What follows belongs to an exercise in optimizing a design on an open flow for small area and a short achievable clock period; a production flow would make more cautious choices. At most, simulation tests tie the RTL to the original design; equivalence was not proved.

==> flow/design.v (excerpt) <==
module ex_top (
    input  logic               clk,
    input  logic               reset,
    input  logic               in_valid,
    input  logic [4:0]         operator,
    input  logic [31:0]        operand1,
    input  logic [31:0]        operand2,
    input  logic [4:0]         dest_addr,
    input  logic               dest_write,
    output logic               out_valid,
    output logic [4:0]         write_addr,
    output logic               write_enable,
    output logic [31:0]        write_data
);
clock: 14.0 ns
lec_check: 0
abc_area: 1
cap_margin: 20
core_margin: 2
core_utilization: 40
slew_margin: 20
synth_hierarchical: 1
standard.sh (not shown) runs the stock make flow with config.mk's settings and CLKGATE_MAP_FILE= SYNTH_SCRIPT=/design/flow/synth_recipe.tcl, a recipe that flattens the netlist after the stock synthesis.
==> flow/flow/run.sh <==
#!/bin/bash
# Layout flow: the standard flow (standard.sh), with the port buffers
# inserted as sky130_fd_sc_hd__buf_2 cells instead of the default delay-buffer
# cells. Every tool's output goes to flow_run.log; ORFS keeps its per-step logs
# under orfs/logs.
set -euo pipefail
export BUFFER_PORTS_ARGS="-buffer_cell sky130_fd_sc_hd__buf_2"
export SETUP_SLACK_MARGIN=4
bash standard.sh finish > flow_run.log 2>&1
Next try:
==> flow/run.sh (new file) <==
#!/bin/bash
# synth_recipe.tcl (not shown) runs the flow's synth.tcl, then flattens the netlist and writes it again
# the make line also repeats each setting of config.mk as NAME=value (left out here)
make -C /OpenROAD-flow-scripts/flow DESIGN_CONFIG=/design/flow/config.mk WORK_HOME=/design/flow/orfs CLKGATE_MAP_FILE= SYNTH_SCRIPT=/design/flow/synth_recipe.tcl finish
Settings changed: SETUP_SLACK_MARGIN set to 4.5.
removed: flow/flow/run.sh
removed: flow/standard.sh
=> Final area is higher by 2.8%; sequential share of layout area is lower by 0.16 points; clock skew hardly moves; final cell count stays flat.
No functional check of the RTL was part of any run of this note.

ex_top, a different RTL version from the one above (not shown whole).
Size: ~100 flip-flops, ~120 I/O pins.
Settings: LEC_CHECK=0, ABC_AREA=1, CAP_MARGIN=20, CORE_MARGIN=2, CORE_UTILIZATION=40, SETUP_SLACK_MARGIN=4.5, SLEW_MARGIN=20, SYNTH_HIERARCHICAL=1, TNS_END_PERCENT=10; clock period 14.0 ns.
==> flow/flow/run.sh <==
#!/bin/bash
# Layout flow: the standard flow (standard.sh), with the port buffers
# inserted as sky130_fd_sc_hd__buf_2 cells instead of the default delay-buffer
# cells. Every tool's output goes to flow_run.log; ORFS keeps its per-step logs
# under orfs/logs.
set -euo pipefail
export BUFFER_PORTS_ARGS="-buffer_cell sky130_fd_sc_hd__buf_2"
bash standard.sh finish > flow_run.log 2>&1
Change:
TNS_END_PERCENT = unset   (was 10)
The new run finished clean.
Worst setup slack gets better by 0.082 ns.
Cell count stays the same.
Clock skew barely changes.
Routed wire length hardly moves.
Hold slack barely changes.
Area after synthesis does not change.
Change:
--- a/flow/flow/run.sh
+++ b/flow/flow/run.sh
@@ -3 +3 @@
-# inserted as sky130_fd_sc_hd__buf_2 cells instead of the default delay-buffer
+# inserted as sky130_fd_sc_hd__buf_4 cells instead of the default delay-buffer
@@ -7 +7 @@
-export BUFFER_PORTS_ARGS="-buffer_cell sky130_fd_sc_hd__buf_2"
+export BUFFER_PORTS_ARGS="-buffer_cell sky130_fd_sc_hd__buf_4"
After rerunning: Synthesized cell count stays the same; wire length shrinks slightly; global-route usage hardly moves; critical path depth drops by 2.

juniper:
Another version of the RTL of ex_top (not shown whole).
Size in the first run: roughly 4000 cells after synthesis, roughly 120 I/O pins, roughly 32000 sq um of cells after synthesis.
==> flow/design.v (excerpt) <==
module ex_top (
    input  logic               clk,
    input  logic               reset,
    input  logic               in_valid,
    input  logic [4:0]         operator,
    input  logic [31:0]        operand1,
    input  logic [31:0]        operand2,
    input  logic [4:0]         dest_addr,
    input  logic               dest_write,
    output logic               out_valid,
    output logic [4:0]         write_addr,
    output logic               write_enable,
    output logic [31:0]        write_data
);
    localparam bit SHIFT_MULT = 0;
    logic [4:0] op;
    assign op = operator;
    logic op_or, op_and, op_nor, op_xor, op_sll, op_srl, op_sra;
    logic op_add, op_addu, op_sub, op_subu, op_slt, op_sltu, op_clz, op_clo;
    logic op_mul, op_mult, op_multu, op_mfhi, op_mflo, op_mthi, op_mtlo;
    assign op_or    = op == 5'd1;
    assign op_and   = op == 5'd2;
    assign op_nor   = op == 5'd3;
    assign op_xor   = op == 5'd4;
    assign op_sll   = op == 5'd5;
    assign op_srl   = op == 5'd6;
    assign op_sra   = op == 5'd7;
    assign op_add   = op == 5'd8;
    assign op_addu  = op == 5'd9;
    assign op_sub   = op == 5'd10;
    assign op_subu  = op == 5'd11;
    assign op_slt   = op == 5'd12;
    assign op_sltu  = op == 5'd13;
    assign op_clz   = op == 5'd14;
    assign op_clo   = op == 5'd15;
    assign op_mul   = op == 5'd16;
    assign op_mult  = op == 5'd17;
    assign op_multu = op == 5'd18;
  ...
clock: 14.0 ns
lec_check: 0
abc_area: 1
cap_margin: 20
core_margin: 2
core_utilization: 60
setup_slack_margin: 4.5
slew_margin: 20
synth_hierarchical: 1
==> flow/flow/run.sh <==
#!/bin/bash
# Layout flow: the standard flow (standard.sh), with the port buffers
# inserted as sky130_fd_sc_hd__buf_2 cells instead of the default delay-buffer
# cells. Every tool's output goes to flow_run.log; ORFS keeps its per-step logs
# under orfs/logs.
set -euo pipefail
export BUFFER_PORTS_ARGS="-buffer_cell sky130_fd_sc_hd__buf_2"
bash standard.sh finish > flow_run.log 2>&1
#### Input delta (xenon over juniper)
Settings: swapping 20 for 5 in SLEW_MARGIN; swapping 20 for 5 in CAP_MARGIN; swapping 60 for 40 in CORE_UTILIZATION.
[summary]
- Between xenon and juniper, the difference in instance count of the mapped netlist is negligible.
- juniper → xenon: count of endpoints failing hold in the final timing report closely matched the old numbers; wire length shows a reduction of 2.6%; number of cells in the finished layout apart from fillers went up 376; highest clock frequency the design can meet rose about 2.2%; placeable core region +50%.
- For amount of wire on met3 after detailed routing, dividing the value from juniper by the value from xenon gives 1.2.
- Setup slack in xenon is larger than in juniper.

==> separate check: timing with driven ports <==
The flow's constraints put no driver on any port. The routed layouts listed below were extracted and timed again, unchanged, in two steps.
Step 1, drivers: a clkbuf_16 drives clk and a buf_2 each remaining input, both assumed.
Step 2 also shifts input and output timing later by t, the mid clock arrival at the registers, as if the neighbouring blocks saw the same clock.
Three values: ideal, step 1, step 2; two values: the first two.
run | t (ns) | setup WS [ns] | worst setup path after step 2 | slew at the worst register clock pin (ns) | worst slew at a driven data input, ns
the first run of note 1 | 0.450 | 4.330 / 4.357 / 3.908 | input to register | 0.09 / 0.09 | 0.10
the second run of note 1 | 0.453 | 4.536 / 4.554 / 4.102 | input to register | 0.09 / 0.09 | 0.06
the first run of note 2 | 0.398 | 4.568 / 4.581 / 4.183 | input to register | 0.09 / 0.09 | 0.04
the second run of note 2 | 0.399 | 4.650 / 4.663 / 4.264 | input to register | 0.09 / 0.09 | 0.04
the third run of note 2 | 0.395 | 4.579 / 4.568 / 4.173 | input to register | 0.08 / 0.08 | 0.05
juniper | 0.438 | 4.569 / 4.592 / 4.155 | input to register | 0.10 / 0.10 | 0.06
xenon | 0.436 | 4.772 / 4.803 / 4.367 | input to register | 0.09 / 0.09 | 0.06
After both steps every run listed still meets setup and hold. For the second run of note 1, which loses most, drivers alone change the setup slack by +0.018 ns; drivers and shift together by -0.434 ns.
